What follows belongs to an exercise in optimizing a design on an open flow for small area; a production flow would make more cautious choices. The RTL was checked by simulation tests, not by an equivalence proof against the original design. No activity file was given, so power comes from the tool's default toggle rates.

==> flow/design.v (outline; a module is shown in full before it is edited, if it fits) <==
// module btControl: 31 lines
// module btLow: 35 lines
// module btRowDecode: 9 lines
// module btUnpack: 17 lines
// module btPeDecode: 15 lines
// module btGrpSel: 8 lines
// module btCode: 18 lines
// module btHa: 3 lines
// module btFa: 3 lines
// module btMaj3: 3 lines
// module btXor2: 3 lines
// module btXnor2: 3 lines
// module btOr2: 3 lines
// module btInv: 3 lines
// module btNor2: 3 lines
// module btNand2: 3 lines
// module btNand3: 3 lines
// module btCursor: 20 lines
// module btIndex: 38 lines
// module btOrPrefix: 9 lines
// module btAddr: 54 lines
// module btInc3: 3 lines
// module btDec5: 5 lines
// module btMux2i: 3 lines
// module pathStore: 197 lines
// module btPack: 18 lines
// module btAoi222: 8 lines
// module btAoi22: 7 lines
// module btNand2s: 6 lines
// module btNand4: 6 lines
// module btNandV3: 6 lines
// module btNandV2: 6 lines
// module traceOutput: 21 lines
// module btAnd2: 3 lines
// module dtwBacktrace: 94 lines
module dtwBacktrace (
    input  logic                      clk,
    input  logic                      nrst,
    input  logic                      i_btEna,
    input  logic [dtwPkg::ROW_W-1:0]  i_pathRow,
    input  logic [dtwPkg::DIST_W-1:0] i_finalDist,
    output logic                      o_btEnd,
    output logic [dtwPkg::DATA_W-1:0] o_data
);
  // ...
==> flow/flow/run.sh <==
#!/bin/bash
set -euo pipefail
bash standard.sh \
  "BUFFER_PORTS_ARGS=-buffer_cell sky130_fd_sc_hd__buf_1" \
  "CTS_ARGS=-sink_clustering_enable -repair_clock_nets -dont_use_dummy_load -sink_clustering_size 10 -sink_clustering_max_diameter 40 -buf_list sky130_fd_sc_hd__clkbuf_4" \
  finish > standard_make.log 2>&1
==> flow/standard.sh <==
#!/bin/bash
# synth_recipe.tcl (not shown) runs the flow's synth.tcl, then flattens the netlist and writes it again
# the make line also repeats each setting of config.mk as NAME=value (left out here)
make -C /OpenROAD-flow-scripts/flow DESIGN_CONFIG=/design/flow/config.mk WORK_HOME=/design/flow/orfs CLKGATE_MAP_FILE= SYNTH_SCRIPT=/design/flow/synth_recipe.tcl "${@:-finish}"
==> flow/config.mk <==
export PLATFORM = sky130hd
export DESIGN_NAME = dtwBacktrace
export DESIGN_NICKNAME = dtwBacktrace
export VERILOG_FILES = /design/flow/design.v
export SDC_FILE = /design/flow/constraint.sdc
export NUM_CORES = 4
export LEC_CHECK = 0
export CAP_MARGIN = 20
export CORE_MARGIN = 2
export CORE_UTILIZATION = 70
export SLEW_MARGIN = 20
export SYNTH_HIERARCHICAL = 1
==> flow/constraint.sdc <==
create_clock -name core_clock -period 6.0 [get_ports {clk}]
set_input_delay 1.2000 -clock core_clock [delete_from_list [all_inputs] [get_ports {clk}]]
set_output_delay 1.2000 -clock core_clock [all_outputs]
set_load 0.01 [all_outputs]
==> reports/metrics.cfg, run 1 <==
[critical_path]
crit_fanout = 10
critPathMostFrequentCell = nor2_1
critPathSlowestCell = nor2_1
crit_end = btCursor_i.btIndexT_i.idx[3]
r2r_start = btCursor_i.btIndexT_i.idx[0]
path_cells = ha_1 -> fa_1 -> fa_1 -> inv_1 -> nand3_1 -> nor2_1 -> a222oi_1 -> nand4_1 -> nor4_1 -> a21oi_1 -> nand2_1 -> a221o_1 -> a21oi_1 -> o21ai_1 -> o21ai_0 -> nor2_1 -> xnor2_1 -> nor2_1

[pwr]
p_seq_mw = 3.32
p_clk_mw = 1.11
clockPowerShare = 0.174
maxPowerGroup = registers
leakagePower_nw = 5.10

[final_layout]
multi_input_area_share = 0.177
nNonClkBuffers = 63
top_regs = pathStore_i.grpA: 184 flops, pathStore_i.grpB: 169 flops, traceOutput_i.distReg: 16 flops
antennaDiodeCount = 1
design_area_um2 = 15300
multi_input_gates = 365
largest_reg_flops = 184

[floorplanning]
ioPinCount = 64
die_h_um = 147

[clocking]
cts_resized = 0
cts_setup_buffers = 0
cts_made_buffers = 46

[routing]
wl_per_cell_um = 24.7
postRouteWirelength_um = 28300
antenna_left = 0
vias = 8067
firstDrtPassIters = 7

[timing]
setup_viol = 0

[placed_design]
dpl_cell_area_um2 = 14900

[worst_hold_path]
hold_path_class = flop to flop

[grt]
grt_pass1_vias = 7819
grt_max_degree = 182
antenna_found_initial = 1

[status]
status = finished clean

==> module btControl, before the edit <==
module btControl (
    input  logic                        clk,
    input  logic                        nrst,
    input  logic                        i_btEna,
    input  logic                        i_atOrigin,
    input  logic                        i_tZero,
    input  logic                        i_rZero,
    input  logic [1:0]                  i_dir,
    output logic                        o_load,
    output logic                        o_decTN,
    output logic                        o_decRN,
    output logic                        o_start
);
    logic en1;                                     
    logic en2;
    logic step;
    always_ff @(posedge clk or negedge nrst) begin
        if (!nrst) begin
            en1 <= 1'b0;
            en2 <= 1'b0;
        end else begin
            en1 <= i_btEna;
            en2 <= en1;
        end
    end
    assign o_load  = ~i_btEna;
    assign step    = en1 & ~i_atOrigin;
    assign o_decTN = ~(step & ~i_tZero & (i_rZero | i_dir[1]));    
    assign o_decRN = ~(step & ~i_rZero & (i_tZero | i_dir[0]));    
    assign o_start = en1 & ~en2;                   
endmodule
==> module dtwBacktrace, before the edit <==
module dtwBacktrace (
    input  logic                      clk,
    input  logic                      nrst,
    input  logic                      i_btEna,
    input  logic [dtwPkg::ROW_W-1:0]  i_pathRow,
    input  logic [dtwPkg::DIST_W-1:0] i_finalDist,
    output logic                      o_btEnd,
    output logic [dtwPkg::DATA_W-1:0] o_data
);
    logic                        load;
    logic                        decTN;
    logic                        decRN;
    logic                        start;
    logic [dtwPkg::NUM_DIAG-1:1] rowSel;
    logic [1:0]                  dir;
    logic [dtwPkg::IDX_W-1:0]    tIndex;
    logic [dtwPkg::IDX_W-1:0]    rIndex;
    logic [5:0]                  row;
    logic [7:0]                  loN;
    logic [4:0]                  hiN;
    logic [2:0]                  pe;
    logic                        atOrigin;
    logic                        tZero;
    logic                        rZero;
    logic                        valid;
    logic [4*dtwPkg::GRP_W-1:0]  orA;
    logic [3*dtwPkg::GRP_W-1:0]  orB;
    btControl btControl_i (
        .clk        (clk),
        .nrst       (nrst),
        .i_btEna    (i_btEna),
        .i_atOrigin (atOrigin),
        .i_tZero    (tZero),
        .i_rZero    (rZero),
        .i_dir      (dir),
        .o_load     (load),
        .o_decTN    (decTN),
        .o_decRN    (decRN),
        .o_start    (start)
    );
    btCursor btCursor_i (
        .clk        (clk),
        .nrst       (nrst),
        .i_btEna    (i_btEna),
        .i_decTN    (decTN),
        .i_decRN    (decRN),
        .o_tIndex   (tIndex),
        .o_rIndex   (rIndex),
        .o_row      (row),
        .o_loN      (loN),
        .o_hiN      (hiN),
        .o_pe       (pe),
        .o_atOrigin (atOrigin),
        .o_tZero    (tZero),
        .o_rZero    (rZero)
    );
    btLow btLow_i (
        .clk     (clk),
        .nrst    (nrst),
        .i_btEna (i_btEna),
        .i_row   (row),
        .o_valid (valid)
    );
    btRowDecode btRowDecode_i (
        .i_loN    (loN),
        .i_hiN    (hiN),
        .o_rowSel (rowSel)
    );
    pathStore pathStore_i (
        .clk      (clk),
        .i_load   (load),
        .i_row    (i_pathRow),
        .i_rowSel (rowSel),
        .o_orA    (orA),
        .o_orB    (orB)
    );
    btUnpack btUnpack_i (
        .i_orA   (orA),
        .i_orB   (orB),
        .i_pe    (pe),
        .i_valid (valid),
        .o_dir   (dir)
    );
    traceOutput traceOutput_i (
        .clk         (clk),
        .i_btEna     (i_btEna),
        .i_start     (start),
        .i_finalDist (i_finalDist),
        .i_tIndex    (tIndex),
        .i_rIndex    (rIndex),
        .o_data      (o_data)
    );
    assign o_btEnd = atOrigin;
endmodule
==> run 2: changes to the inputs <==
--- a/flow/design.v
+++ b/flow/design.v
@@ -13,39 +13,37 @@
 `timescale 1ns/1ps
 module btControl (
     input  logic                        clk,
     input  logic                        nrst,
     input  logic                        i_btEna,
     input  logic                        i_atOrigin,
     input  logic                        i_tZero,
     input  logic                        i_rZero,
+    input  logic                        i_atStart,     
     input  logic [1:0]                  i_dir,
     output logic                        o_load,
     output logic                        o_decTN,
     output logic                        o_decRN,
     output logic                        o_start
 );
     logic en1;                                     
-    logic en2;
     logic step;
     always_ff @(posedge clk or negedge nrst) begin
         if (!nrst) begin
             en1 <= 1'b0;
-            en2 <= 1'b0;
         end else begin
             en1 <= i_btEna;
-            en2 <= en1;
         end
     end
     assign o_load  = ~i_btEna;
     assign step    = en1 & ~i_atOrigin;
     assign o_decTN = ~(step & ~i_tZero & (i_rZero | i_dir[1]));    
     assign o_decRN = ~(step & ~i_rZero & (i_tZero | i_dir[0]));    
-    assign o_start = en1 & ~en2;                   
+    assign o_start = en1 & i_atStart;
 endmodule
 module btLow (
     input  logic       clk,
     input  logic       nrst,
     input  logic       i_btEna,
     input  logic [5:0] i_row,
     output logic       o_valid
 );
@@ -313,72 +311,77 @@
     input  logic                           i_load,
     input  logic [dtwPkg::ROW_W-1:0]       i_row,
     input  logic [dtwPkg::NUM_DIAG-1:1]    i_rowSel,   
     output logic [4*dtwPkg::GRP_W-1:0]     o_orA,      
     output logic [3*dtwPkg::GRP_W-1:0]     o_orB       
 );
     localparam int ND = dtwPkg::NUM_DIAG;
     localparam int GW = dtwPkg::GRP_W;
+    function automatic logic [1:0] middle(input logic [GW-1:0] e);
+        middle = (e[3:2] == 2'b00) ? e[1:0] : e[3:2];
+    endfunction
     logic [GW-1:0] packA;
     logic [GW-1:0] packB;
-    logic [GW-1:0] grpA [2:ND-1];
-    logic [GW-1:0] grpB [5:ND-1];
+    logic [GW-1:0] grpA [3:ND-1];
+    logic [GW-1:0] grpB [6:ND-1];
+    logic [1:0]    midA;                           
+    logic [1:0]    midB;                           
     btPack uPackA (.i_a (i_row[9:8]), .i_b (i_row[7:6]), .i_c (i_row[5:4]), .o_e (packA));
     btPack uPackB (.i_a (i_row[11:10]), .i_b (i_row[3:2]), .i_c (i_row[1:0]), .o_e (packB));
     always_ff @(posedge clk) begin
         if (i_load) begin
             grpA[ND-1] <= packA;
             grpB[ND-1] <= packB;
-            for (int k = 2; k < ND - 1; k++) begin
+            for (int k = 3; k < ND - 1; k++) begin
                 grpA[k] <= grpA[k+1];
             end
-            for (int k = 5; k < ND - 1; k++) begin
+            for (int k = 6; k < ND - 1; k++) begin
                 grpB[k] <= grpB[k+1];
             end
+            midA <= middle(grpA[3]);
+            midB <= middle(grpB[6]);
         end
     end
-    logic [12:0] aoA0;   
-    btAoi222 uaoA0_0 (.i_a0 (grpA[2][0]), .i_s0 (i_rowSel[2]), .i_a1 (grpA[3][0]), .i_s1 (i_rowSel[3]), .i_a2 (grpA[4][0]), .i_s2 (i_rowSel[4]), .o_y (aoA0[0]));
-    btAoi222 uaoA0_1 (.i_a0 (grpA[5][0]), .i_s0 (i_rowSel[5]), .i_a1 (grpA[6][0]), .i_s1 (i_rowSel[6]), .i_a2 (grpA[7][0]), .i_s2 (i_rowSel[7]), .o_y (aoA0[1]));
-    btAoi222 uaoA0_2 (.i_a0 (grpA[8][0]), .i_s0 (i_rowSel[8]), .i_a1 (grpA[9][0]), .i_s1 (i_rowSel[9]), .i_a2 (grpA[10][0]), .i_s2 (i_rowSel[10]), .o_y (aoA0[2]));
-    btAoi222 uaoA0_3 (.i_a0 (grpA[11][0]), .i_s0 (i_rowSel[11]), .i_a1 (grpA[12][0]), .i_s1 (i_rowSel[12]), .i_a2 (grpA[13][0]), .i_s2 (i_rowSel[13]), .o_y (aoA0[3]));
-    btAoi222 uaoA0_4 (.i_a0 (grpA[14][0]), .i_s0 (i_rowSel[14]), .i_a1 (grpA[15][0]), .i_s1 (i_rowSel[15]), .i_a2 (grpA[16][0]), .i_s2 (i_rowSel[16]), .o_y (aoA0[4]));
-    btAoi222 uaoA0_5 (.i_a0 (grpA[17][0]), .i_s0 (i_rowSel[17]), .i_a1 (grpA[18][0]), .i_s1 (i_rowSel[18]), .i_a2 (grpA[19][0]), .i_s2 (i_rowSel[19]), .o_y (aoA0[5]));
-    btAoi222 uaoA0_6 (.i_a0 (grpA[20][0]), .i_s0 (i_rowSel[20]), .i_a1 (grpA[21][0]), .i_s1 (i_rowSel[21]), .i_a2 (grpA[22][0]), .i_s2 (i_rowSel[22]), .o_y (aoA0[6]));
-    btAoi222 uaoA0_7 (.i_a0 (grpA[23][0]), .i_s0 (i_rowSel[23]), .i_a1 (grpA[24][0]), .i_s1 (i_rowSel[24]), .i_a2 (grpA[25][0]), .i_s2 (i_rowSel[25]), .o_y (aoA0[7]));
-    btAoi222 uaoA0_8 (.i_a0 (grpA[26][0]), .i_s0 (i_rowSel[26]), .i_a1 (grpA[27][0]), .i_s1 (i_rowSel[27]), .i_a2 (grpA[28][0]), .i_s2 (i_rowSel[28]), .o_y (aoA0[8]));
-    btAoi222 uaoA0_9 (.i_a0 (grpA[29][0]), .i_s0 (i_rowSel[29]), .i_a1 (grpA[30][0]), .i_s1 (i_rowSel[30]), .i_a2 (grpA[31][0]), .i_s2 (i_rowSel[31]), .o_y (aoA0[9]));
-    btAoi222 uaoA0_10 (.i_a0 (grpA[32][0]), .i_s0 (i_rowSel[32]), .i_a1 (grpA[33][0]), .i_s1 (i_rowSel[33]), .i_a2 (grpA[34][0]), .i_s2 (i_rowSel[34]), .o_y (aoA0[10]));
-    btAoi222 uaoA0_11 (.i_a0 (grpA[35][0]), .i_s0 (i_rowSel[35]), .i_a1 (grpA[36][0]), .i_s1 (i_rowSel[36]), .i_a2 (grpA[37][0]), .i_s2 (i_rowSel[37]), .o_y (aoA0[11]));
-    btNand2s uaoA0_12 (.i_a0 (grpA[38][0]), .i_s0 (i_rowSel[38]), .o_y (aoA0[12]));
-    btNand4 uaoA0_or0 (.i_a (aoA0[3:0]), .o_y (o_orA[0]));
-    btNandV3 uaoA0_or1 (.i_a (aoA0[6:4]), .o_y (o_orA[1]));
-    btNandV3 uaoA0_or2 (.i_a (aoA0[9:7]), .o_y (o_orA[2]));
-    btNandV3 uaoA0_or3 (.i_a (aoA0[12:10]), .o_y (o_orA[3]));
-    logic [12:0] aoA1;   
-    btAoi222 uaoA1_0 (.i_a0 (grpA[2][1]), .i_s0 (i_rowSel[2]), .i_a1 (grpA[3][1]), .i_s1 (i_rowSel[3]), .i_a2 (grpA[4][1]), .i_s2 (i_rowSel[4]), .o_y (aoA1[0]));
-    btAoi222 uaoA1_1 (.i_a0 (grpA[5][1]), .i_s0 (i_rowSel[5]), .i_a1 (grpA[6][1]), .i_s1 (i_rowSel[6]), .i_a2 (grpA[7][1]), .i_s2 (i_rowSel[7]), .o_y (aoA1[1]));
-    btAoi222 uaoA1_2 (.i_a0 (grpA[8][1]), .i_s0 (i_rowSel[8]), .i_a1 (grpA[9][1]), .i_s1 (i_rowSel[9]), .i_a2 (grpA[10][1]), .i_s2 (i_rowSel[10]), .o_y (aoA1[2]));
-    btAoi222 uaoA1_3 (.i_a0 (grpA[11][1]), .i_s0 (i_rowSel[11]), .i_a1 (grpA[12][1]), .i_s1 (i_rowSel[12]), .i_a2 (grpA[13][1]), .i_s2 (i_rowSel[13]), .o_y (aoA1[3]));
-    btAoi222 uaoA1_4 (.i_a0 (grpA[14][1]), .i_s0 (i_rowSel[14]), .i_a1 (grpA[15][1]), .i_s1 (i_rowSel[15]), .i_a2 (grpA[16][1]), .i_s2 (i_rowSel[16]), .o_y (aoA1[4]));
-    btAoi222 uaoA1_5 (.i_a0 (grpA[17][1]), .i_s0 (i_rowSel[17]), .i_a1 (grpA[18][1]), .i_s1 (i_rowSel[18]), .i_a2 (grpA[19][1]), .i_s2 (i_rowSel[19]), .o_y (aoA1[5]));
-    btAoi222 uaoA1_6 (.i_a0 (grpA[20][1]), .i_s0 (i_rowSel[20]), .i_a1 (grpA[21][1]), .i_s1 (i_rowSel[21]), .i_a2 (grpA[22][1]), .i_s2 (i_rowSel[22]), .o_y (aoA1[6]));
-    btAoi222 uaoA1_7 (.i_a0 (grpA[23][1]), .i_s0 (i_rowSel[23]), .i_a1 (grpA[24][1]), .i_s1 (i_rowSel[24]), .i_a2 (grpA[25][1]), .i_s2 (i_rowSel[25]), .o_y (aoA1[7]));
-    btAoi222 uaoA1_8 (.i_a0 (grpA[26][1]), .i_s0 (i_rowSel[26]), .i_a1 (grpA[27][1]), .i_s1 (i_rowSel[27]), .i_a2 (grpA[28][1]), .i_s2 (i_rowSel[28]), .o_y (aoA1[8]));
-    btAoi222 uaoA1_9 (.i_a0 (grpA[29][1]), .i_s0 (i_rowSel[29]), .i_a1 (grpA[30][1]), .i_s1 (i_rowSel[30]), .i_a2 (grpA[31][1]), .i_s2 (i_rowSel[31]), .o_y (aoA1[9]));
-    btAoi222 uaoA1_10 (.i_a0 (grpA[32][1]), .i_s0 (i_rowSel[32]), .i_a1 (grpA[33][1]), .i_s1 (i_rowSel[33]), .i_a2 (grpA[34][1]), .i_s2 (i_rowSel[34]), .o_y (aoA1[10]));
-    btAoi222 uaoA1_11 (.i_a0 (grpA[35][1]), .i_s0 (i_rowSel[35]), .i_a1 (grpA[36][1]), .i_s1 (i_rowSel[36]), .i_a2 (grpA[37][1]), .i_s2 (i_rowSel[37]), .o_y (aoA1[11]));
-    btNand2s uaoA1_12 (.i_a0 (grpA[38][1]), .i_s0 (i_rowSel[38]), .o_y (aoA1[12]));
-    btNand4 uaoA1_or0 (.i_a (aoA1[3:0]), .o_y (o_orA[4]));
-    btNandV3 uaoA1_or1 (.i_a (aoA1[6:4]), .o_y (o_orA[5]));
-    btNandV3 uaoA1_or2 (.i_a (aoA1[9:7]), .o_y (o_orA[6]));
-    btNandV3 uaoA1_or3 (.i_a (aoA1[12:10]), .o_y (o_orA[7]));
+    logic [11:0] aoA0;   
+    btAoi222 uaoA0_0 (.i_a0 (grpA[3][0]), .i_s0 (i_rowSel[3]), .i_a1 (grpA[4][0]), .i_s1 (i_rowSel[4]), .i_a2 (grpA[5][0]), .i_s2 (i_rowSel[5]), .o_y (aoA0[0]));
+    btAoi222 uaoA0_1 (.i_a0 (grpA[6][0]), .i_s0 (i_rowSel[6]), .i_a1 (grpA[7][0]), .i_s1 (i_rowSel[7]), .i_a2 (grpA[8][0]), .i_s2 (i_rowSel[8]), .o_y (aoA0[1]));
+    btAoi222 uaoA0_2 (.i_a0 (grpA[9][0]), .i_s0 (i_rowSel[9]), .i_a1 (grpA[10][0]), .i_s1 (i_rowSel[10]), .i_a2 (grpA[11][0]), .i_s2 (i_rowSel[11]), .o_y (aoA0[2]));
+    btAoi222 uaoA0_3 (.i_a0 (grpA[12][0]), .i_s0 (i_rowSel[12]), .i_a1 (grpA[13][0]), .i_s1 (i_rowSel[13]), .i_a2 (grpA[14][0]), .i_s2 (i_rowSel[14]), .o_y (aoA0[3]));
+    btAoi222 uaoA0_4 (.i_a0 (grpA[15][0]), .i_s0 (i_rowSel[15]), .i_a1 (grpA[16][0]), .i_s1 (i_rowSel[16]), .i_a2 (grpA[17][0]), .i_s2 (i_rowSel[17]), .o_y (aoA0[4]));
+    btAoi222 uaoA0_5 (.i_a0 (grpA[18][0]), .i_s0 (i_rowSel[18]), .i_a1 (grpA[19][0]), .i_s1 (i_rowSel[19]), .i_a2 (grpA[20][0]), .i_s2 (i_rowSel[20]), .o_y (aoA0[5]));
+    btAoi222 uaoA0_6 (.i_a0 (grpA[21][0]), .i_s0 (i_rowSel[21]), .i_a1 (grpA[22][0]), .i_s1 (i_rowSel[22]), .i_a2 (grpA[23][0]), .i_s2 (i_rowSel[23]), .o_y (aoA0[6]));
+    btAoi222 uaoA0_7 (.i_a0 (grpA[24][0]), .i_s0 (i_rowSel[24]), .i_a1 (grpA[25][0]), .i_s1 (i_rowSel[25]), .i_a2 (grpA[26][0]), .i_s2 (i_rowSel[26]), .o_y (aoA0[7]));
+    btAoi222 uaoA0_8 (.i_a0 (grpA[27][0]), .i_s0 (i_rowSel[27]), .i_a1 (grpA[28][0]), .i_s1 (i_rowSel[28]), .i_a2 (grpA[29][0]), .i_s2 (i_rowSel[29]), .o_y (aoA0[8]));
+    btAoi222 uaoA0_9 (.i_a0 (grpA[30][0]), .i_s0 (i_rowSel[30]), .i_a1 (grpA[31][0]), .i_s1 (i_rowSel[31]), .i_a2 (grpA[32][0]), .i_s2 (i_rowSel[32]), .o_y (aoA0[9]));
+    btAoi222 uaoA0_10 (.i_a0 (grpA[33][0]), .i_s0 (i_rowSel[33]), .i_a1 (grpA[34][0]), .i_s1 (i_rowSel[34]), .i_a2 (grpA[35][0]), .i_s2 (i_rowSel[35]), .o_y (aoA0[10]));
+    btAoi222 uaoA0_11 (.i_a0 (grpA[36][0]), .i_s0 (i_rowSel[36]), .i_a1 (grpA[37][0]), .i_s1 (i_rowSel[37]), .i_a2 (grpA[38][0]), .i_s2 (i_rowSel[38]), .o_y (aoA0[11]));
+    btNandV3 uaoA0_or0 (.i_a (aoA0[2:0]), .o_y (o_orA[0]));
+    btNandV3 uaoA0_or1 (.i_a (aoA0[5:3]), .o_y (o_orA[1]));
+    btNandV3 uaoA0_or2 (.i_a (aoA0[8:6]), .o_y (o_orA[2]));
+    btNandV3 uaoA0_or3 (.i_a (aoA0[11:9]), .o_y (o_orA[3]));
+    logic [11:0] aoA1;   
+    btAoi222 uaoA1_0 (.i_a0 (grpA[3][1]), .i_s0 (i_rowSel[3]), .i_a1 (grpA[4][1]), .i_s1 (i_rowSel[4]), .i_a2 (grpA[5][1]), .i_s2 (i_rowSel[5]), .o_y (aoA1[0]));
+    btAoi222 uaoA1_1 (.i_a0 (grpA[6][1]), .i_s0 (i_rowSel[6]), .i_a1 (grpA[7][1]), .i_s1 (i_rowSel[7]), .i_a2 (grpA[8][1]), .i_s2 (i_rowSel[8]), .o_y (aoA1[1]));
+    btAoi222 uaoA1_2 (.i_a0 (grpA[9][1]), .i_s0 (i_rowSel[9]), .i_a1 (grpA[10][1]), .i_s1 (i_rowSel[10]), .i_a2 (grpA[11][1]), .i_s2 (i_rowSel[11]), .o_y (aoA1[2]));
+    btAoi222 uaoA1_3 (.i_a0 (grpA[12][1]), .i_s0 (i_rowSel[12]), .i_a1 (grpA[13][1]), .i_s1 (i_rowSel[13]), .i_a2 (grpA[14][1]), .i_s2 (i_rowSel[14]), .o_y (aoA1[3]));
+    btAoi222 uaoA1_4 (.i_a0 (grpA[15][1]), .i_s0 (i_rowSel[15]), .i_a1 (grpA[16][1]), .i_s1 (i_rowSel[16]), .i_a2 (grpA[17][1]), .i_s2 (i_rowSel[17]), .o_y (aoA1[4]));
+    btAoi222 uaoA1_5 (.i_a0 (grpA[18][1]), .i_s0 (i_rowSel[18]), .i_a1 (grpA[19][1]), .i_s1 (i_rowSel[19]), .i_a2 (grpA[20][1]), .i_s2 (i_rowSel[20]), .o_y (aoA1[5]));
+    btAoi222 uaoA1_6 (.i_a0 (grpA[21][1]), .i_s0 (i_rowSel[21]), .i_a1 (grpA[22][1]), .i_s1 (i_rowSel[22]), .i_a2 (grpA[23][1]), .i_s2 (i_rowSel[23]), .o_y (aoA1[6]));
+    btAoi222 uaoA1_7 (.i_a0 (grpA[24][1]), .i_s0 (i_rowSel[24]), .i_a1 (grpA[25][1]), .i_s1 (i_rowSel[25]), .i_a2 (grpA[26][1]), .i_s2 (i_rowSel[26]), .o_y (aoA1[7]));
+    btAoi222 uaoA1_8 (.i_a0 (grpA[27][1]), .i_s0 (i_rowSel[27]), .i_a1 (grpA[28][1]), .i_s1 (i_rowSel[28]), .i_a2 (grpA[29][1]), .i_s2 (i_rowSel[29]), .o_y (aoA1[8]));
+    btAoi222 uaoA1_9 (.i_a0 (grpA[30][1]), .i_s0 (i_rowSel[30]), .i_a1 (grpA[31][1]), .i_s1 (i_rowSel[31]), .i_a2 (grpA[32][1]), .i_s2 (i_rowSel[32]), .o_y (aoA1[9]));
+    btAoi222 uaoA1_10 (.i_a0 (grpA[33][1]), .i_s0 (i_rowSel[33]), .i_a1 (grpA[34][1]), .i_s1 (i_rowSel[34]), .i_a2 (grpA[35][1]), .i_s2 (i_rowSel[35]), .o_y (aoA1[10]));
+    btAoi222 uaoA1_11 (.i_a0 (grpA[36][1]), .i_s0 (i_rowSel[36]), .i_a1 (grpA[37][1]), .i_s1 (i_rowSel[37]), .i_a2 (grpA[38][1]), .i_s2 (i_rowSel[38]), .o_y (aoA1[11]));
+    btNandV3 uaoA1_or0 (.i_a (aoA1[2:0]), .o_y (o_orA[4]));
+    btNandV3 uaoA1_or1 (.i_a (aoA1[5:3]), .o_y (o_orA[5]));
+    btNandV3 uaoA1_or2 (.i_a (aoA1[8:6]), .o_y (o_orA[6]));
+    btNandV3 uaoA1_or3 (.i_a (aoA1[11:9]), .o_y (o_orA[7]));
     logic [12:0] aoA2;   
-    btAoi222 uaoA2_0 (.i_a0 (grpA[2][2]), .i_s0 (i_rowSel[2]), .i_a1 (grpA[3][2]), .i_s1 (i_rowSel[3]), .i_a2 (grpA[4][2]), .i_s2 (i_rowSel[4]), .o_y (aoA2[0]));
+    btAoi222 uaoA2_0 (.i_a0 (midA[0]), .i_s0 (i_rowSel[2]), .i_a1 (grpA[3][2]), .i_s1 (i_rowSel[3]), .i_a2 (grpA[4][2]), .i_s2 (i_rowSel[4]), .o_y (aoA2[0]));
     btAoi222 uaoA2_1 (.i_a0 (grpA[5][2]), .i_s0 (i_rowSel[5]), .i_a1 (grpA[6][2]), .i_s1 (i_rowSel[6]), .i_a2 (grpA[7][2]), .i_s2 (i_rowSel[7]), .o_y (aoA2[1]));
     btAoi222 uaoA2_2 (.i_a0 (grpA[8][2]), .i_s0 (i_rowSel[8]), .i_a1 (grpA[9][2]), .i_s1 (i_rowSel[9]), .i_a2 (grpA[10][2]), .i_s2 (i_rowSel[10]), .o_y (aoA2[2]));
     btAoi222 uaoA2_3 (.i_a0 (grpA[11][2]), .i_s0 (i_rowSel[11]), .i_a1 (grpA[12][2]), .i_s1 (i_rowSel[12]), .i_a2 (grpA[13][2]), .i_s2 (i_rowSel[13]), .o_y (aoA2[3]));
     btAoi222 uaoA2_4 (.i_a0 (grpA[14][2]), .i_s0 (i_rowSel[14]), .i_a1 (grpA[15][2]), .i_s1 (i_rowSel[15]), .i_a2 (grpA[16][2]), .i_s2 (i_rowSel[16]), .o_y (aoA2[4]));
     btAoi222 uaoA2_5 (.i_a0 (grpA[17][2]), .i_s0 (i_rowSel[17]), .i_a1 (grpA[18][2]), .i_s1 (i_rowSel[18]), .i_a2 (grpA[19][2]), .i_s2 (i_rowSel[19]), .o_y (aoA2[5]));
     btAoi222 uaoA2_6 (.i_a0 (grpA[20][2]), .i_s0 (i_rowSel[20]), .i_a1 (grpA[21][2]), .i_s1 (i_rowSel[21]), .i_a2 (grpA[22][2]), .i_s2 (i_rowSel[22]), .o_y (aoA2[6]));
     btAoi222 uaoA2_7 (.i_a0 (grpA[23][2]), .i_s0 (i_rowSel[23]), .i_a1 (grpA[24][2]), .i_s1 (i_rowSel[24]), .i_a2 (grpA[25][2]), .i_s2 (i_rowSel[25]), .o_y (aoA2[7]));
     btAoi222 uaoA2_8 (.i_a0 (grpA[26][2]), .i_s0 (i_rowSel[26]), .i_a1 (grpA[27][2]), .i_s1 (i_rowSel[27]), .i_a2 (grpA[28][2]), .i_s2 (i_rowSel[28]), .o_y (aoA2[8]));
@@ -386,17 +389,17 @@
     btAoi222 uaoA2_10 (.i_a0 (grpA[32][2]), .i_s0 (i_rowSel[32]), .i_a1 (grpA[33][2]), .i_s1 (i_rowSel[33]), .i_a2 (grpA[34][2]), .i_s2 (i_rowSel[34]), .o_y (aoA2[10]));
     btAoi222 uaoA2_11 (.i_a0 (grpA[35][2]), .i_s0 (i_rowSel[35]), .i_a1 (grpA[36][2]), .i_s1 (i_rowSel[36]), .i_a2 (grpA[37][2]), .i_s2 (i_rowSel[37]), .o_y (aoA2[11]));
     btNand2s uaoA2_12 (.i_a0 (grpA[38][2]), .i_s0 (i_rowSel[38]), .o_y (aoA2[12]));
     btNand4 uaoA2_or0 (.i_a (aoA2[3:0]), .o_y (o_orA[8]));
     btNandV3 uaoA2_or1 (.i_a (aoA2[6:4]), .o_y (o_orA[9]));
     btNandV3 uaoA2_or2 (.i_a (aoA2[9:7]), .o_y (o_orA[10]));
     btNandV3 uaoA2_or3 (.i_a (aoA2[12:10]), .o_y (o_orA[11]));
     logic [12:0] aoA3;   
-    btAoi222 uaoA3_0 (.i_a0 (grpA[2][3]), .i_s0 (i_rowSel[2]), .i_a1 (grpA[3][3]), .i_s1 (i_rowSel[3]), .i_a2 (grpA[4][3]), .i_s2 (i_rowSel[4]), .o_y (aoA3[0]));
+    btAoi222 uaoA3_0 (.i_a0 (midA[1]), .i_s0 (i_rowSel[2]), .i_a1 (grpA[3][3]), .i_s1 (i_rowSel[3]), .i_a2 (grpA[4][3]), .i_s2 (i_rowSel[4]), .o_y (aoA3[0]));
     btAoi222 uaoA3_1 (.i_a0 (grpA[5][3]), .i_s0 (i_rowSel[5]), .i_a1 (grpA[6][3]), .i_s1 (i_rowSel[6]), .i_a2 (grpA[7][3]), .i_s2 (i_rowSel[7]), .o_y (aoA3[1]));
     btAoi222 uaoA3_2 (.i_a0 (grpA[8][3]), .i_s0 (i_rowSel[8]), .i_a1 (grpA[9][3]), .i_s1 (i_rowSel[9]), .i_a2 (grpA[10][3]), .i_s2 (i_rowSel[10]), .o_y (aoA3[2]));
     btAoi222 uaoA3_3 (.i_a0 (grpA[11][3]), .i_s0 (i_rowSel[11]), .i_a1 (grpA[12][3]), .i_s1 (i_rowSel[12]), .i_a2 (grpA[13][3]), .i_s2 (i_rowSel[13]), .o_y (aoA3[3]));
     btAoi222 uaoA3_4 (.i_a0 (grpA[14][3]), .i_s0 (i_rowSel[14]), .i_a1 (grpA[15][3]), .i_s1 (i_rowSel[15]), .i_a2 (grpA[16][3]), .i_s2 (i_rowSel[16]), .o_y (aoA3[4]));
     btAoi222 uaoA3_5 (.i_a0 (grpA[17][3]), .i_s0 (i_rowSel[17]), .i_a1 (grpA[18][3]), .i_s1 (i_rowSel[18]), .i_a2 (grpA[19][3]), .i_s2 (i_rowSel[19]), .o_y (aoA3[5]));
     btAoi222 uaoA3_6 (.i_a0 (grpA[20][3]), .i_s0 (i_rowSel[20]), .i_a1 (grpA[21][3]), .i_s1 (i_rowSel[21]), .i_a2 (grpA[22][3]), .i_s2 (i_rowSel[22]), .o_y (aoA3[6]));
     btAoi222 uaoA3_7 (.i_a0 (grpA[23][3]), .i_s0 (i_rowSel[23]), .i_a1 (grpA[24][3]), .i_s1 (i_rowSel[24]), .i_a2 (grpA[25][3]), .i_s2 (i_rowSel[25]), .o_y (aoA3[7]));
     btAoi222 uaoA3_8 (.i_a0 (grpA[26][3]), .i_s0 (i_rowSel[26]), .i_a1 (grpA[27][3]), .i_s1 (i_rowSel[27]), .i_a2 (grpA[28][3]), .i_s2 (i_rowSel[28]), .o_y (aoA3[8]));
@@ -420,66 +423,64 @@
     btAoi222 uaoA4_8 (.i_a0 (grpA[27][4]), .i_s0 (i_rowSel[27]), .i_a1 (grpA[28][4]), .i_s1 (i_rowSel[28]), .i_a2 (grpA[29][4]), .i_s2 (i_rowSel[29]), .o_y (aoA4[8]));
     btAoi222 uaoA4_9 (.i_a0 (grpA[30][4]), .i_s0 (i_rowSel[30]), .i_a1 (grpA[31][4]), .i_s1 (i_rowSel[31]), .i_a2 (grpA[32][4]), .i_s2 (i_rowSel[32]), .o_y (aoA4[9]));
     btAoi222 uaoA4_10 (.i_a0 (grpA[33][4]), .i_s0 (i_rowSel[33]), .i_a1 (grpA[34][4]), .i_s1 (i_rowSel[34]), .i_a2 (grpA[35][4]), .i_s2 (i_rowSel[35]), .o_y (aoA4[10]));
     btAoi222 uaoA4_11 (.i_a0 (grpA[36][4]), .i_s0 (i_rowSel[36]), .i_a1 (grpA[37][4]), .i_s1 (i_rowSel[37]), .i_a2 (grpA[38][4]), .i_s2 (i_rowSel[38]), .o_y (aoA4[11]));
     btNandV3 uaoA4_or0 (.i_a (aoA4[2:0]), .o_y (o_orA[16]));
     btNandV3 uaoA4_or1 (.i_a (aoA4[5:3]), .o_y (o_orA[17]));
     btNandV3 uaoA4_or2 (.i_a (aoA4[8:6]), .o_y (o_orA[18]));
     btNandV3 uaoA4_or3 (.i_a (aoA4[11:9]), .o_y (o_orA[19]));
-    logic [11:0] aoB0;   
-    btAoi222 uaoB0_0 (.i_a0 (grpB[5][0]), .i_s0 (i_rowSel[5]), .i_a1 (grpB[6][0]), .i_s1 (i_rowSel[6]), .i_a2 (grpB[7][0]), .i_s2 (i_rowSel[7]), .o_y (aoB0[0]));
-    btAoi222 uaoB0_1 (.i_a0 (grpB[8][0]), .i_s0 (i_rowSel[8]), .i_a1 (grpB[9][0]), .i_s1 (i_rowSel[9]), .i_a2 (grpB[10][0]), .i_s2 (i_rowSel[10]), .o_y (aoB0[1]));
-    btAoi222 uaoB0_2 (.i_a0 (grpB[11][0]), .i_s0 (i_rowSel[11]), .i_a1 (grpB[12][0]), .i_s1 (i_rowSel[12]), .i_a2 (grpB[13][0]), .i_s2 (i_rowSel[13]), .o_y (aoB0[2]));
-    btAoi222 uaoB0_3 (.i_a0 (grpB[14][0]), .i_s0 (i_rowSel[14]), .i_a1 (grpB[15][0]), .i_s1 (i_rowSel[15]), .i_a2 (grpB[16][0]), .i_s2 (i_rowSel[16]), .o_y (aoB0[3]));
-    btAoi222 uaoB0_4 (.i_a0 (grpB[17][0]), .i_s0 (i_rowSel[17]), .i_a1 (grpB[18][0]), .i_s1 (i_rowSel[18]), .i_a2 (grpB[19][0]), .i_s2 (i_rowSel[19]), .o_y (aoB0[4]));
-    btAoi222 uaoB0_5 (.i_a0 (grpB[20][0]), .i_s0 (i_rowSel[20]), .i_a1 (grpB[21][0]), .i_s1 (i_rowSel[21]), .i_a2 (grpB[22][0]), .i_s2 (i_rowSel[22]), .o_y (aoB0[5]));
-    btAoi222 uaoB0_6 (.i_a0 (grpB[23][0]), .i_s0 (i_rowSel[23]), .i_a1 (grpB[24][0]), .i_s1 (i_rowSel[24]), .i_a2 (grpB[25][0]), .i_s2 (i_rowSel[25]), .o_y (aoB0[6]));
-    btAoi222 uaoB0_7 (.i_a0 (grpB[26][0]), .i_s0 (i_rowSel[26]), .i_a1 (grpB[27][0]), .i_s1 (i_rowSel[27]), .i_a2 (grpB[28][0]), .i_s2 (i_rowSel[28]), .o_y (aoB0[7]));
-    btAoi222 uaoB0_8 (.i_a0 (grpB[29][0]), .i_s0 (i_rowSel[29]), .i_a1 (grpB[30][0]), .i_s1 (i_rowSel[30]), .i_a2 (grpB[31][0]), .i_s2 (i_rowSel[31]), .o_y (aoB0[8]));
-    btAoi222 uaoB0_9 (.i_a0 (grpB[32][0]), .i_s0 (i_rowSel[32]), .i_a1 (grpB[33][0]), .i_s1 (i_rowSel[33]), .i_a2 (grpB[34][0]), .i_s2 (i_rowSel[34]), .o_y (aoB0[9]));
-    btAoi222 uaoB0_10 (.i_a0 (grpB[35][0]), .i_s0 (i_rowSel[35]), .i_a1 (grpB[36][0]), .i_s1 (i_rowSel[36]), .i_a2 (grpB[37][0]), .i_s2 (i_rowSel[37]), .o_y (aoB0[10]));
-    btNand2s uaoB0_11 (.i_a0 (grpB[38][0]), .i_s0 (i_rowSel[38]), .o_y (aoB0[11]));
+    logic [10:0] aoB0;   
+    btAoi222 uaoB0_0 (.i_a0 (grpB[6][0]), .i_s0 (i_rowSel[6]), .i_a1 (grpB[7][0]), .i_s1 (i_rowSel[7]), .i_a2 (grpB[8][0]), .i_s2 (i_rowSel[8]), .o_y (aoB0[0]));
+    btAoi222 uaoB0_1 (.i_a0 (grpB[9][0]), .i_s0 (i_rowSel[9]), .i_a1 (grpB[10][0]), .i_s1 (i_rowSel[10]), .i_a2 (grpB[11][0]), .i_s2 (i_rowSel[11]), .o_y (aoB0[1]));
+    btAoi222 uaoB0_2 (.i_a0 (grpB[12][0]), .i_s0 (i_rowSel[12]), .i_a1 (grpB[13][0]), .i_s1 (i_rowSel[13]), .i_a2 (grpB[14][0]), .i_s2 (i_rowSel[14]), .o_y (aoB0[2]));
+    btAoi222 uaoB0_3 (.i_a0 (grpB[15][0]), .i_s0 (i_rowSel[15]), .i_a1 (grpB[16][0]), .i_s1 (i_rowSel[16]), .i_a2 (grpB[17][0]), .i_s2 (i_rowSel[17]), .o_y (aoB0[3]));
+    btAoi222 uaoB0_4 (.i_a0 (grpB[18][0]), .i_s0 (i_rowSel[18]), .i_a1 (grpB[19][0]), .i_s1 (i_rowSel[19]), .i_a2 (grpB[20][0]), .i_s2 (i_rowSel[20]), .o_y (aoB0[4]));
+    btAoi222 uaoB0_5 (.i_a0 (grpB[21][0]), .i_s0 (i_rowSel[21]), .i_a1 (grpB[22][0]), .i_s1 (i_rowSel[22]), .i_a2 (grpB[23][0]), .i_s2 (i_rowSel[23]), .o_y (aoB0[5]));
+    btAoi222 uaoB0_6 (.i_a0 (grpB[24][0]), .i_s0 (i_rowSel[24]), .i_a1 (grpB[25][0]), .i_s1 (i_rowSel[25]), .i_a2 (grpB[26][0]), .i_s2 (i_rowSel[26]), .o_y (aoB0[6]));
+    btAoi222 uaoB0_7 (.i_a0 (grpB[27][0]), .i_s0 (i_rowSel[27]), .i_a1 (grpB[28][0]), .i_s1 (i_rowSel[28]), .i_a2 (grpB[29][0]), .i_s2 (i_rowSel[29]), .o_y (aoB0[7]));
+    btAoi222 uaoB0_8 (.i_a0 (grpB[30][0]), .i_s0 (i_rowSel[30]), .i_a1 (grpB[31][0]), .i_s1 (i_rowSel[31]), .i_a2 (grpB[32][0]), .i_s2 (i_rowSel[32]), .o_y (aoB0[8]));
+    btAoi222 uaoB0_9 (.i_a0 (grpB[33][0]), .i_s0 (i_rowSel[33]), .i_a1 (grpB[34][0]), .i_s1 (i_rowSel[34]), .i_a2 (grpB[35][0]), .i_s2 (i_rowSel[35]), .o_y (aoB0[9]));
+    btAoi222 uaoB0_10 (.i_a0 (grpB[36][0]), .i_s0 (i_rowSel[36]), .i_a1 (grpB[37][0]), .i_s1 (i_rowSel[37]), .i_a2 (grpB[38][0]), .i_s2 (i_rowSel[38]), .o_y (aoB0[10]));
     btNand4 uaoB0_or0 (.i_a (aoB0[3:0]), .o_y (o_orB[0]));
     btNand4 uaoB0_or1 (.i_a (aoB0[7:4]), .o_y (o_orB[1]));
-    btNand4 uaoB0_or2 (.i_a (aoB0[11:8]), .o_y (o_orB[2]));
-    logic [11:0] aoB1;   
-    btAoi222 uaoB1_0 (.i_a0 (grpB[5][1]), .i_s0 (i_rowSel[5]), .i_a1 (grpB[6][1]), .i_s1 (i_rowSel[6]), .i_a2 (grpB[7][1]), .i_s2 (i_rowSel[7]), .o_y (aoB1[0]));
-    btAoi222 uaoB1_1 (.i_a0 (grpB[8][1]), .i_s0 (i_rowSel[8]), .i_a1 (grpB[9][1]), .i_s1 (i_rowSel[9]), .i_a2 (grpB[10][1]), .i_s2 (i_rowSel[10]), .o_y (aoB1[1]));
-    btAoi222 uaoB1_2 (.i_a0 (grpB[11][1]), .i_s0 (i_rowSel[11]), .i_a1 (grpB[12][1]), .i_s1 (i_rowSel[12]), .i_a2 (grpB[13][1]), .i_s2 (i_rowSel[13]), .o_y (aoB1[2]));
-    btAoi222 uaoB1_3 (.i_a0 (grpB[14][1]), .i_s0 (i_rowSel[14]), .i_a1 (grpB[15][1]), .i_s1 (i_rowSel[15]), .i_a2 (grpB[16][1]), .i_s2 (i_rowSel[16]), .o_y (aoB1[3]));
-    btAoi222 uaoB1_4 (.i_a0 (grpB[17][1]), .i_s0 (i_rowSel[17]), .i_a1 (grpB[18][1]), .i_s1 (i_rowSel[18]), .i_a2 (grpB[19][1]), .i_s2 (i_rowSel[19]), .o_y (aoB1[4]));
-    btAoi222 uaoB1_5 (.i_a0 (grpB[20][1]), .i_s0 (i_rowSel[20]), .i_a1 (grpB[21][1]), .i_s1 (i_rowSel[21]), .i_a2 (grpB[22][1]), .i_s2 (i_rowSel[22]), .o_y (aoB1[5]));
-    btAoi222 uaoB1_6 (.i_a0 (grpB[23][1]), .i_s0 (i_rowSel[23]), .i_a1 (grpB[24][1]), .i_s1 (i_rowSel[24]), .i_a2 (grpB[25][1]), .i_s2 (i_rowSel[25]), .o_y (aoB1[6]));
-    btAoi222 uaoB1_7 (.i_a0 (grpB[26][1]), .i_s0 (i_rowSel[26]), .i_a1 (grpB[27][1]), .i_s1 (i_rowSel[27]), .i_a2 (grpB[28][1]), .i_s2 (i_rowSel[28]), .o_y (aoB1[7]));
-    btAoi222 uaoB1_8 (.i_a0 (grpB[29][1]), .i_s0 (i_rowSel[29]), .i_a1 (grpB[30][1]), .i_s1 (i_rowSel[30]), .i_a2 (grpB[31][1]), .i_s2 (i_rowSel[31]), .o_y (aoB1[8]));
-    btAoi222 uaoB1_9 (.i_a0 (grpB[32][1]), .i_s0 (i_rowSel[32]), .i_a1 (grpB[33][1]), .i_s1 (i_rowSel[33]), .i_a2 (grpB[34][1]), .i_s2 (i_rowSel[34]), .o_y (aoB1[9]));
-    btAoi222 uaoB1_10 (.i_a0 (grpB[35][1]), .i_s0 (i_rowSel[35]), .i_a1 (grpB[36][1]), .i_s1 (i_rowSel[36]), .i_a2 (grpB[37][1]), .i_s2 (i_rowSel[37]), .o_y (aoB1[10]));
-    btNand2s uaoB1_11 (.i_a0 (grpB[38][1]), .i_s0 (i_rowSel[38]), .o_y (aoB1[11]));
+    btNandV3 uaoB0_or2 (.i_a (aoB0[10:8]), .o_y (o_orB[2]));
+    logic [10:0] aoB1;   
+    btAoi222 uaoB1_0 (.i_a0 (grpB[6][1]), .i_s0 (i_rowSel[6]), .i_a1 (grpB[7][1]), .i_s1 (i_rowSel[7]), .i_a2 (grpB[8][1]), .i_s2 (i_rowSel[8]), .o_y (aoB1[0]));
+    btAoi222 uaoB1_1 (.i_a0 (grpB[9][1]), .i_s0 (i_rowSel[9]), .i_a1 (grpB[10][1]), .i_s1 (i_rowSel[10]), .i_a2 (grpB[11][1]), .i_s2 (i_rowSel[11]), .o_y (aoB1[1]));
+    btAoi222 uaoB1_2 (.i_a0 (grpB[12][1]), .i_s0 (i_rowSel[12]), .i_a1 (grpB[13][1]), .i_s1 (i_rowSel[13]), .i_a2 (grpB[14][1]), .i_s2 (i_rowSel[14]), .o_y (aoB1[2]));
+    btAoi222 uaoB1_3 (.i_a0 (grpB[15][1]), .i_s0 (i_rowSel[15]), .i_a1 (grpB[16][1]), .i_s1 (i_rowSel[16]), .i_a2 (grpB[17][1]), .i_s2 (i_rowSel[17]), .o_y (aoB1[3]));
+    btAoi222 uaoB1_4 (.i_a0 (grpB[18][1]), .i_s0 (i_rowSel[18]), .i_a1 (grpB[19][1]), .i_s1 (i_rowSel[19]), .i_a2 (grpB[20][1]), .i_s2 (i_rowSel[20]), .o_y (aoB1[4]));
+    btAoi222 uaoB1_5 (.i_a0 (grpB[21][1]), .i_s0 (i_rowSel[21]), .i_a1 (grpB[22][1]), .i_s1 (i_rowSel[22]), .i_a2 (grpB[23][1]), .i_s2 (i_rowSel[23]), .o_y (aoB1[5]));
+    btAoi222 uaoB1_6 (.i_a0 (grpB[24][1]), .i_s0 (i_rowSel[24]), .i_a1 (grpB[25][1]), .i_s1 (i_rowSel[25]), .i_a2 (grpB[26][1]), .i_s2 (i_rowSel[26]), .o_y (aoB1[6]));
+    btAoi222 uaoB1_7 (.i_a0 (grpB[27][1]), .i_s0 (i_rowSel[27]), .i_a1 (grpB[28][1]), .i_s1 (i_rowSel[28]), .i_a2 (grpB[29][1]), .i_s2 (i_rowSel[29]), .o_y (aoB1[7]));
+    btAoi222 uaoB1_8 (.i_a0 (grpB[30][1]), .i_s0 (i_rowSel[30]), .i_a1 (grpB[31][1]), .i_s1 (i_rowSel[31]), .i_a2 (grpB[32][1]), .i_s2 (i_rowSel[32]), .o_y (aoB1[8]));
+    btAoi222 uaoB1_9 (.i_a0 (grpB[33][1]), .i_s0 (i_rowSel[33]), .i_a1 (grpB[34][1]), .i_s1 (i_rowSel[34]), .i_a2 (grpB[35][1]), .i_s2 (i_rowSel[35]), .o_y (aoB1[9]));
+    btAoi222 uaoB1_10 (.i_a0 (grpB[36][1]), .i_s0 (i_rowSel[36]), .i_a1 (grpB[37][1]), .i_s1 (i_rowSel[37]), .i_a2 (grpB[38][1]), .i_s2 (i_rowSel[38]), .o_y (aoB1[10]));
     btNand4 uaoB1_or0 (.i_a (aoB1[3:0]), .o_y (o_orB[3]));
     btNand4 uaoB1_or1 (.i_a (aoB1[7:4]), .o_y (o_orB[4]));
-    btNand4 uaoB1_or2 (.i_a (aoB1[11:8]), .o_y (o_orB[5]));
+    btNandV3 uaoB1_or2 (.i_a (aoB1[10:8]), .o_y (o_orB[5]));
     logic [11:0] aoB2;   
-    btAoi222 uaoB2_0 (.i_a0 (grpB[5][2]), .i_s0 (i_rowSel[5]), .i_a1 (grpB[6][2]), .i_s1 (i_rowSel[6]), .i_a2 (grpB[7][2]), .i_s2 (i_rowSel[7]), .o_y (aoB2[0]));
+    btAoi222 uaoB2_0 (.i_a0 (midB[0]), .i_s0 (i_rowSel[5]), .i_a1 (grpB[6][2]), .i_s1 (i_rowSel[6]), .i_a2 (grpB[7][2]), .i_s2 (i_rowSel[7]), .o_y (aoB2[0]));
     btAoi222 uaoB2_1 (.i_a0 (grpB[8][2]), .i_s0 (i_rowSel[8]), .i_a1 (grpB[9][2]), .i_s1 (i_rowSel[9]), .i_a2 (grpB[10][2]), .i_s2 (i_rowSel[10]), .o_y (aoB2[1]));
     btAoi222 uaoB2_2 (.i_a0 (grpB[11][2]), .i_s0 (i_rowSel[11]), .i_a1 (grpB[12][2]), .i_s1 (i_rowSel[12]), .i_a2 (grpB[13][2]), .i_s2 (i_rowSel[13]), .o_y (aoB2[2]));
     btAoi222 uaoB2_3 (.i_a0 (grpB[14][2]), .i_s0 (i_rowSel[14]), .i_a1 (grpB[15][2]), .i_s1 (i_rowSel[15]), .i_a2 (grpB[16][2]), .i_s2 (i_rowSel[16]), .o_y (aoB2[3]));
     btAoi222 uaoB2_4 (.i_a0 (grpB[17][2]), .i_s0 (i_rowSel[17]), .i_a1 (grpB[18][2]), .i_s1 (i_rowSel[18]), .i_a2 (grpB[19][2]), .i_s2 (i_rowSel[19]), .o_y (aoB2[4]));
     btAoi222 uaoB2_5 (.i_a0 (grpB[20][2]), .i_s0 (i_rowSel[20]), .i_a1 (grpB[21][2]), .i_s1 (i_rowSel[21]), .i_a2 (grpB[22][2]), .i_s2 (i_rowSel[22]), .o_y (aoB2[5]));
     btAoi222 uaoB2_6 (.i_a0 (grpB[23][2]), .i_s0 (i_rowSel[23]), .i_a1 (grpB[24][2]), .i_s1 (i_rowSel[24]), .i_a2 (grpB[25][2]), .i_s2 (i_rowSel[25]), .o_y (aoB2[6]));
     btAoi222 uaoB2_7 (.i_a0 (grpB[26][2]), .i_s0 (i_rowSel[26]), .i_a1 (grpB[27][2]), .i_s1 (i_rowSel[27]), .i_a2 (grpB[28][2]), .i_s2 (i_rowSel[28]), .o_y (aoB2[7]));
     btAoi222 uaoB2_8 (.i_a0 (grpB[29][2]), .i_s0 (i_rowSel[29]), .i_a1 (grpB[30][2]), .i_s1 (i_rowSel[30]), .i_a2 (grpB[31][2]), .i_s2 (i_rowSel[31]), .o_y (aoB2[8]));
     btAoi222 uaoB2_9 (.i_a0 (grpB[32][2]), .i_s0 (i_rowSel[32]), .i_a1 (grpB[33][2]), .i_s1 (i_rowSel[33]), .i_a2 (grpB[34][2]), .i_s2 (i_rowSel[34]), .o_y (aoB2[9]));
     btAoi222 uaoB2_10 (.i_a0 (grpB[35][2]), .i_s0 (i_rowSel[35]), .i_a1 (grpB[36][2]), .i_s1 (i_rowSel[36]), .i_a2 (grpB[37][2]), .i_s2 (i_rowSel[37]), .o_y (aoB2[10]));
     btNand2s uaoB2_11 (.i_a0 (grpB[38][2]), .i_s0 (i_rowSel[38]), .o_y (aoB2[11]));
     btNand4 uaoB2_or0 (.i_a (aoB2[3:0]), .o_y (o_orB[6]));
     btNand4 uaoB2_or1 (.i_a (aoB2[7:4]), .o_y (o_orB[7]));
     btNand4 uaoB2_or2 (.i_a (aoB2[11:8]), .o_y (o_orB[8]));
     logic [11:0] aoB3;   
-    btAoi222 uaoB3_0 (.i_a0 (grpB[5][3]), .i_s0 (i_rowSel[5]), .i_a1 (grpB[6][3]), .i_s1 (i_rowSel[6]), .i_a2 (grpB[7][3]), .i_s2 (i_rowSel[7]), .o_y (aoB3[0]));
+    btAoi222 uaoB3_0 (.i_a0 (midB[1]), .i_s0 (i_rowSel[5]), .i_a1 (grpB[6][3]), .i_s1 (i_rowSel[6]), .i_a2 (grpB[7][3]), .i_s2 (i_rowSel[7]), .o_y (aoB3[0]));
     btAoi222 uaoB3_1 (.i_a0 (grpB[8][3]), .i_s0 (i_rowSel[8]), .i_a1 (grpB[9][3]), .i_s1 (i_rowSel[9]), .i_a2 (grpB[10][3]), .i_s2 (i_rowSel[10]), .o_y (aoB3[1]));
     btAoi222 uaoB3_2 (.i_a0 (grpB[11][3]), .i_s0 (i_rowSel[11]), .i_a1 (grpB[12][3]), .i_s1 (i_rowSel[12]), .i_a2 (grpB[13][3]), .i_s2 (i_rowSel[13]), .o_y (aoB3[2]));
     btAoi222 uaoB3_3 (.i_a0 (grpB[14][3]), .i_s0 (i_rowSel[14]), .i_a1 (grpB[15][3]), .i_s1 (i_rowSel[15]), .i_a2 (grpB[16][3]), .i_s2 (i_rowSel[16]), .o_y (aoB3[3]));
     btAoi222 uaoB3_4 (.i_a0 (grpB[17][3]), .i_s0 (i_rowSel[17]), .i_a1 (grpB[18][3]), .i_s1 (i_rowSel[18]), .i_a2 (grpB[19][3]), .i_s2 (i_rowSel[19]), .o_y (aoB3[4]));
     btAoi222 uaoB3_5 (.i_a0 (grpB[20][3]), .i_s0 (i_rowSel[20]), .i_a1 (grpB[21][3]), .i_s1 (i_rowSel[21]), .i_a2 (grpB[22][3]), .i_s2 (i_rowSel[22]), .o_y (aoB3[5]));
     btAoi222 uaoB3_6 (.i_a0 (grpB[23][3]), .i_s0 (i_rowSel[23]), .i_a1 (grpB[24][3]), .i_s1 (i_rowSel[24]), .i_a2 (grpB[25][3]), .i_s2 (i_rowSel[25]), .o_y (aoB3[6]));
     btAoi222 uaoB3_7 (.i_a0 (grpB[26][3]), .i_s0 (i_rowSel[26]), .i_a1 (grpB[27][3]), .i_s1 (i_rowSel[27]), .i_a2 (grpB[28][3]), .i_s2 (i_rowSel[28]), .o_y (aoB3[7]));
     btAoi222 uaoB3_8 (.i_a0 (grpB[29][3]), .i_s0 (i_rowSel[29]), .i_a1 (grpB[30][3]), .i_s1 (i_rowSel[30]), .i_a2 (grpB[31][3]), .i_s2 (i_rowSel[31]), .o_y (aoB3[8]));
@@ -617,16 +618,17 @@
     logic [3*dtwPkg::GRP_W-1:0]  orB;
     btControl btControl_i (
         .clk        (clk),
         .nrst       (nrst),
         .i_btEna    (i_btEna),
         .i_atOrigin (atOrigin),
         .i_tZero    (tZero),
         .i_rZero    (rZero),
+        .i_atStart  (rowSel[dtwPkg::NUM_DIAG-1]),
         .i_dir      (dir),
         .o_load     (load),
         .o_decTN    (decTN),
         .o_decRN    (decRN),
         .o_start    (start)
     );
     btCursor btCursor_i (
         .clk        (clk),
==> reports/metrics.cfg, run 2 <==
[clocking]
cts_max_path_buffers = 3  ; unchanged
path_clk_slew_ps = 110  ; about the same
cts-htree-levels = 2  ; unchanged
cts_made_buffers = 46  ; unchanged
cts_tree = yes  ; unchanged
clock_sink_count = 382  ; was 387
holdBufCountCts = 0  ; unchanged
clk-insertion-delay-late_ps = 670  ; was 690 ps
clock_tree.root_cell = clkbuf_4  ; unchanged

[logic_synthesis]
synth_warnings = 18  ; unchanged
syn_avg_cell_area_um2 = 18.3  ; was 18.4 um^2
synth_area_um2 = 14300  ; was 14400 um^2
synthCells = 780  ; was 781

[grt]
globalRouteOverflowTotal = 0  ; unchanged
grt_pass1_vias = 7944  ; was 7819
antenna_found_initial = 1  ; unchanged
grt_usage = 0.268  ; was 0.264
grt_max_degree = 139  ; was 182
grt_pass1_wl_um = 44000  ; was 43900 um

[worst_hold_path]
hold_path_class = flop to flop  ; unchanged

[critical_path]
path_cells = ha_1 -> fa_1 -> fa_1 -> inv_1 -> nand3_1 -> nor2_1 -> a222oi_1 -> nand4_1 -> nor4_1 -> a21oi_1 -> nand2_1 -> a221o_1 -> a21oi_1 -> o21ai_1 -> o21ai_0 -> nor2_1 -> xnor2_1 -> nand2_1  ; was ha_1 -> fa_1 -> fa_1 -> inv_1 -> nand3_1 -> nor2_1 -> a222oi_1 -> nand4_1 -> nor4_1 -> a21oi_1 -> nand2_1 -> a221o_1 -> a21oi_1 -> o21ai_1 -> o21ai_0 -> nor2_1 -> xnor2_1 -> nor2_1
worst_setup_path_end_kind = flop  ; unchanged
critPathBufInv = 1  ; unchanged
cp-start-kind = flop  ; unchanged
criticalPathCategory = flop to flop  ; unchanged
cp_top_family = simple AND/OR/NAND/NOR gates  ; unchanged
critPathArrivalTime_ps = 6200  ; was 6040 ps
max_stage_delay_ps = 770  ; was 860 ps
critPathSlowestCell = nor2_1  ; unchanged
crit_fanout = 10  ; unchanged
required_ps = 6550  ; was 6490 ps
r2r_slack_ps = 360  ; was 440 ps

[routing]
drc = 0  ; unchanged
firstDrtPassIters = 9  ; was 7
vias_per_cell = 7.02  ; was 7.03
vias = 8071  ; was 8067
wl_per_cell_um = 24.8  ; was 24.7 um
antenna_left = 0  ; unchanged
postRouteWirelength_um = 28500  ; was 28300 um
drt-initial-drc-count = 1244  ; was 1372

[pwr]
power_frac_comb = 0.329  ; was 0.307
leakagePower_nw = 5.10  ; about the same
clockPowerShare = 0.169  ; was 0.174
power_frac_seq = 0.502  ; was 0.520
p_int_mw = 4.21  ; was 4.20 mW
vdd_drop_max_v = 0.000326  ; was 0.000448 V
powerDensity_nw_per_um2 = 430  ; was 418 nW/um^2
swShare = 0.355  ; was 0.342
switchingPower_mw = 2.32  ; was 2.18 mW

[placed_design]
place.gp.congestion = 0.878  ; was 0.845
dpl_cell_area_um2 = 14800  ; was 14900 um^2
place_hpwl_um = 18800  ; about the same
numPortBuffers = 57  ; unchanged

[floorplanning]
core_um2 = 20100  ; was 20200 um^2
rows = 52  ; unchanged
ioPinCount = 64  ; unchanged
fp.dieArea_um2 = 21600  ; was 21700 um^2
die_h_um = 147  ; about the same
die_w_um = 147  ; about the same
start_util = 0.710  ; was 0.712

[timing]
max_slew_margin = 0.363  ; was 0.308
hold_viol_final = 0  ; unchanged
setup_viol = 0  ; unchanged
rsz0062_at_grt = false  ; unchanged
hold_ws_ps = 411  ; was 377 ps
period_share = 0.940  ; was 0.926
finClkSkew_ps = 49.0  ; was 95.4 ps
max_freq_mhz = 177  ; was 180 MHz
period_minus_slack_ps = 5640  ; was 5560 ps
drv_slew = 0  ; unchanged
tightest_slew_ps = 951  ; was 1030 ps

[final_layout]
filler_cell_count = 1205  ; was 1194
largest_reg_flops = 180  ; was 184
final_cell_mix = edfxtp_1 (365), a222oi_1 (115), nor2_1 (62)  ; was edfxtp_1 (369), a222oi_1 (115), nor2_1 (62)
top_regs = pathStore_i.grpA: 180 flops, pathStore_i.grpB: 165 flops, traceOutput_i.distReg: 16 flops  ; was pathStore_i.grpA: 184 flops, pathStore_i.grpB: 169 flops, traceOutput_i.distReg: 16 flops
final_common_cell = edfxtp_1  ; unchanged
drive_gt1_frac = 0.0865  ; was 0.0798
fin_nets = 927  ; was 925
regMostFlops = pathStore_i.grpA  ; unchanged
design_area_um2 = 15200  ; was 15300 um^2
area_growth_syn_to_layout_pct = 6.37  ; was 5.91%

[run]
cap_violations = 0  ; unchanged

[status]
status = finished clean  ; unchanged

## run 2: through the flow
step / util / total power, mW / worst slack [ps] / instances / TNS, ps
after floorplan: - / 4.76 / -737 / 785 / -257070
after global placement: 0.736 / 5.32 / 316 / 1102 / 0
after detailed placement: 0.736 / 5.37 / 348 / 1102 / 0
after CTS: 0.754 / 6.47 / 332 / 1148 / 0
after global routing: 0.756 / 6.84 / 7.84 / 1150 / 0
final: 0.756 / 6.53 / 357 / 1150 / 0
## run 2: final cells by class
cell class                 instances  area [um^2]  share of cell area
sequential                       382        11400               0.750
antenna                            1         2.50            0.000165
clock buffer                      46          345              0.0227
timing repair buffer              66          319              0.0210
inverter                          20         78.8             0.00519
multi-input combinational        365         2710               0.179
tap                              270          338              0.0222
## run 2: power by group through the flow
stage	combinational, mW	clock (mW)	sequential (mW)
after floorplan	1.46	0	3.31
after global placement	2.00	0	3.32
after detailed placement	2.03	0	3.33
after CTS	2.06	1.14	3.28
after global routing	2.30	1.24	3.30
final	2.14	1.10	3.28
## run 2: path summary, 6_finish.rpt
kind                       depth (start not counted)                           end                          from
setup / recovery                                  18  btCursor_i.btIndexT_i.idx[1]  btCursor_i.btIndexT_i.idx[0]
hold / removal                                     0       pathStore_i.grpB[14][4]       pathStore_i.grpB[15][4]
setup reg to reg                                  18  btCursor_i.btIndexT_i.idx[1]  btCursor_i.btIndexT_i.idx[0]
hold reg to reg                                    0       pathStore_i.grpB[14][4]       pathStore_i.grpB[15][4]
max in group asynchronous                          1               btLow_i.lowN[1]                          nrst
min in group asynchronous                          1               btLow_i.lowN[0]                          nrst
## run 2: timing repair
| action | 4_1_cts | 5_1_grt |
|---|---|---|
| resized for setup | 0 | 4 |
| endpoints found under the setup margin | 0 | 5 |
| setup buffers | 0 | 0 |
## run 2: routing by layer
metal,vias up,track usage,share of wire
met3,63,0.0649,0.097
met4,0,0.101,0.031
li1,3508,-,-
met1,4008,0.381,0.40
met5,-,0,0
met2,492,0.416,0.47

static timing again, ports no longer ideal:
How much do the figures lean on ideal ports? The routed layouts below were timed once more, with nothing changed but the port constraints. Step 1 (the two cells are an assumption about what drives the block):
set clk [get_ports {clk}]
set_driving_cell -lib_cell sky130_fd_sc_hd__clkbuf_16 $clk
set_driving_cell -lib_cell sky130_fd_sc_hd__buf_2 [delete_from_list [all_inputs] $clk]
Step 2 moves the port delays by t, midway between the first and last clock arrival at a register: inputs arrive t later, outputs are due t later. That takes back most of the time a late clock gives input paths. a / b / c = ideal ports / drivers / drivers and shift; a / b = the first two.
run | t, ns | slack for setup (ns) | worst register clock-pin slew, ns | worst slew at a driven data input, ns | cell pins on the clock port's net
run 1 | 0.688 | 0.444 / 0.444 / 0.444 | 0.11 / 0.11 | 0.04 | 1
run 2 | 0.692 | 0.357 / 0.357 / 0.357 | 0.11 / 0.11 | 0.04 | 1
After both steps every run listed still meets setup and hold.
